This is an optimization exercise on Yosys and OpenROAD, whose aim is small area, a short achievable clock period and few clock cycles per item, not a production implementation.
In this exercise RTL edits were held to simulation tests only and were not proved equivalent to the original.

==> module aes_key_expand, before the edit <==
module aes_key_expand (
	input  logic [255:0] win,
	input  logic [31:0]  sin,
	input  logic         m128,
	input  logic         m192,
	input  logic         ph1,       
	input  logic         ph2,       
	input  logic         odd,       
	input  logic [7:0]   rcon,
	input  logic         step,      
	input  logic [255:0] kload,
	input  logic [31:0]  sload,
	output logic [255:0] wout,
	output logic [31:0]  sout
);
	logic [31:0] w [0:7];
	logic [31:0] q [0:7];
	logic [7:0] g;
	logic [31:0] sb, sbr, rc, p0, p1, p2, p3, a0, a1, qs;
	logic m256, gs, rot_next;
	always_comb begin
		for (int i = 0; i < 8; i++) w[i] = win[255 - 32*i -: 32];
		m256 = !m128 && !m192;
		sb = aes_pkg::sub_word(sin);
		rc = (m256 && odd) ? 32'h0 : {rcon, 24'h0};
		p0 = w[0] ^ rc;
		p1 = p0 ^ w[1];
		p2 = p1 ^ w[2];
		p3 = p2 ^ w[3];
		a0 = w[0] ^ w[5];
		a1 = a0 ^ w[1];
		if (m128) begin
			q[0] = p0; q[1] = p1; q[2] = p2; q[3] = p3;
			q[4] = p0; q[5] = p1; q[6] = p2; q[7] = p3;
			g = 8'hff;
		end else if (m192) begin
			q[0] = w[4]; q[1] = w[5];
			if (ph1) begin
				q[2] = a0; q[3] = a1; q[4] = w[2] ^ rc; q[5] = w[2] ^ w[3] ^ rc;
				g = 8'b00001100;
			end else if (ph2) begin
				q[2] = a0; q[3] = a1; q[4] = a1 ^ w[2]; q[5] = a1 ^ w[2] ^ w[3];
				g = 8'b00000000;
			end else begin
				q[2] = p0; q[3] = p1; q[4] = p2; q[5] = p3;
				g = 8'b00111100;
			end
			q[6] = p2; q[7] = p3;
		end else begin
			q[0] = w[4]; q[1] = w[5]; q[2] = w[6]; q[3] = w[7];
			q[4] = p0; q[5] = p1; q[6] = p2; q[7] = p3;
			g = 8'b00001111;
		end
		if (!step) begin
			for (int i = 0; i < 8; i++) q[i] = kload[255 - 32*i -: 32];
			g = 8'h00;
		end
		for (int i = 0; i < 8; i++) wout[255 - 32*i -: 32] = q[i] ^ (sb & {32{g[7-i]}});
		if (m192 && !ph1 && !ph2) begin
			qs = w[4] ^ w[5] ^ p3; gs = 1'b1;
		end else if (m192) begin
			qs = a1 ^ w[2] ^ w[3]; gs = 1'b0;
		end else begin
			qs = p3; gs = 1'b1;
		end
		rot_next = !(m256 && !odd);
		if (rot_next) begin
			qs = {qs[23:0], qs[31:24]};
			sbr = {sb[23:0], sb[31:24]};
		end else begin
			sbr = sb;
		end
		if (!step) begin
			qs = sload; gs = 1'b0;
		end
		sout = qs ^ (sbr & {32{gs}});
	end
endmodule
==> flow/config.mk <==
export PLATFORM = sky130hd
export DESIGN_NAME = aes_block_encrypt_unit
export DESIGN_NICKNAME = aes_block_encrypt_unit
export VERILOG_FILES = /design/flow/design.v
export SDC_FILE = /design/flow/constraint.sdc
export NUM_CORES = 8
export LEC_CHECK = 0
export ABC_AREA = 1
export CAP_MARGIN = 20
export CORE_MARGIN = 2
export CORE_UTILIZATION = 50
export PLACE_DENSITY = 0.65
export SETUP_SLACK_MARGIN = 2.0
export SLEW_MARGIN = 20
==> flow/constraint.sdc <==
create_clock -name core_clock -period 7.0 [get_ports {clk}]
set_input_delay 1.4000 -clock core_clock [delete_from_list [all_inputs] [get_ports {clk}]]
set_output_delay 1.4000 -clock core_clock [all_outputs]
set_load 0.01 [all_outputs]
standard.sh (not shown) runs the stock make flow with config.mk's settings and CLKGATE_MAP_FILE= SYNTH_SCRIPT=/design/flow/synth_recipe.tcl, a recipe that flattens the netlist after the stock synthesis.
==> flow/flow/run.sh <==
#!/bin/bash
# Layout flow: the standard flow (standard synthesis, floorplan, placement, CTS, routing)
# with one change: the buffers that placement puts on every input and output port are
# sky130_fd_sc_hd__buf_1 instead of the buffer_ports default pick (clkdlybuf4s50_1).
# The make output goes to standard_flow.log; each ORFS step keeps its own log under orfs/logs.
set -euo pipefail
bash standard.sh "BUFFER_PORTS_ARGS=-buffer_cell sky130_fd_sc_hd__buf_1" finish > standard_flow.log 2>&1
Testbench counts at the start, summed over its fixed seeds: cycles 30,296, blocks 2,304.
Change:
--- a/flow/design.v
+++ b/flow/design.v
@@ -226,57 +226,45 @@
 	output logic [31:0]  sout
 );
 	logic [31:0] w [0:7];
 	logic [31:0] q [0:7];
 	logic [7:0] g;
-	logic [31:0] sb, sbr, rc, p0, p1, p2, p3, a0, a1, qs;
+	logic [31:0] sb, sbr, rc, e, p0, p1, p2, p3, b2, b3, qs;
 	logic m256, gs, rot_next;
 	always_comb begin
 		for (int i = 0; i < 8; i++) w[i] = win[255 - 32*i -: 32];
 		m256 = !m128 && !m192;
 		sb = aes_pkg::sub_word(sin);
 		rc = (m256 && odd) ? 32'h0 : {rcon, 24'h0};
-		p0 = w[0] ^ rc;
+		e = (m192 && (ph1 || ph2)) ? w[5] : rc;
+		p0 = w[0] ^ e;
 		p1 = p0 ^ w[1];
 		p2 = p1 ^ w[2];
 		p3 = p2 ^ w[3];
-		a0 = w[0] ^ w[5];
-		a1 = a0 ^ w[1];
+		b2 = w[2] ^ rc;
+		b3 = b2 ^ w[3];
 		if (m128) begin
 			q[0] = p0; q[1] = p1; q[2] = p2; q[3] = p3;
-			q[4] = p0; q[5] = p1; q[6] = p2; q[7] = p3;
+			q[4] = p0; q[5] = p1;
 			g = 8'hff;
 		end else if (m192) begin
-			q[0] = w[4]; q[1] = w[5];
-			if (ph1) begin
-				q[2] = a0; q[3] = a1; q[4] = w[2] ^ rc; q[5] = w[2] ^ w[3] ^ rc;
-				g = 8'b00001100;
-			end else if (ph2) begin
-				q[2] = a0; q[3] = a1; q[4] = a1 ^ w[2]; q[5] = a1 ^ w[2] ^ w[3];
-				g = 8'b00000000;
-			end else begin
-				q[2] = p0; q[3] = p1; q[4] = p2; q[5] = p3;
-				g = 8'b00111100;
-			end
-			q[6] = p2; q[7] = p3;
+			q[0] = w[4]; q[1] = w[5]; q[2] = p0; q[3] = p1;
+			q[4] = ph1 ? b2 : p2; q[5] = ph1 ? b3 : p3;
+			g = ph1 ? 8'b00001111 : (ph2 ? 8'b00000011 : 8'b00111111);
 		end else begin
 			q[0] = w[4]; q[1] = w[5]; q[2] = w[6]; q[3] = w[7];
-			q[4] = p0; q[5] = p1; q[6] = p2; q[7] = p3;
+			q[4] = p0; q[5] = p1;
 			g = 8'b00001111;
 		end
+		q[6] = p2; q[7] = p3;
 		if (!step) begin
 			for (int i = 0; i < 8; i++) q[i] = kload[255 - 32*i -: 32];
 			g = 8'h00;
 		end
 		for (int i = 0; i < 8; i++) wout[255 - 32*i -: 32] = q[i] ^ (sb & {32{g[7-i]}});
-		if (m192 && !ph1 && !ph2) begin
-			qs = w[4] ^ w[5] ^ p3; gs = 1'b1;
-		end else if (m192) begin
-			qs = a1 ^ w[2] ^ w[3]; gs = 1'b0;
-		end else begin
-			qs = p3; gs = 1'b1;
-		end
+		qs = p3 ^ ((m192 && !ph1 && !ph2) ? (w[4] ^ w[5]) : 32'h0);
+		gs = !(m192 && (ph1 || ph2));
 		rot_next = !(m256 && !odd);
 		if (rot_next) begin
 			qs = {qs[23:0], qs[31:24]};
 			sbr = {sb[23:0], sb[31:24]};
 		end else begin
What happened:
- worst setup slack improved by 0.16 ns
- area after synthesis falls by 0.88%
- maximum frequency rises by 3.3%
- first-iteration DRC count falls by 11%
- final cell count rises by 1.2%
- worst hold slack stays flat
- global-route usage falls by 1.7 points
- wire length falls by about 4.7%
- final area falls by about 0.7%
- sequential share of layout area rises by 0.11 points
- via count falls by about 2.3%
- die area falls by 0.88%
Testbench counts after the change, summed over its fixed seeds: cycles 30,296, blocks 2,304.

re-timing with driven ports:
The results above use ideal ports. As a check the final layouts listed here were re-extracted and re-timed, cells and wires unchanged.
Step 1, drivers: a clkbuf_16 drives clk and a buf_2 each remaining input, both assumed.
Step 2, shift: input delay + t, output delay - t, t = (earliest + latest rising clock arrival at the registers) / 2. This alone moves slack from input paths to output paths.
Slacks: no drivers / after step 1 / after step 2; pairs: no drivers / after step 1.
run	t (ns)	slack for setup (ns)	hold slack, ns	clock arrival spread, ns
the first run	0.810	1.877 / 1.877 / 1.697	0.479 / 0.479 / 0.479	0.065 / 0.065
the second run	0.814	2.040 / 2.040 / 1.425	0.482 / 0.482 / 0.482	0.044 / 0.044
After both steps setup and hold are still met in every run listed. For the second run, which loses most, drivers alone change the setup slack by 0.000 ns; drivers and shift together by -0.615 ns.
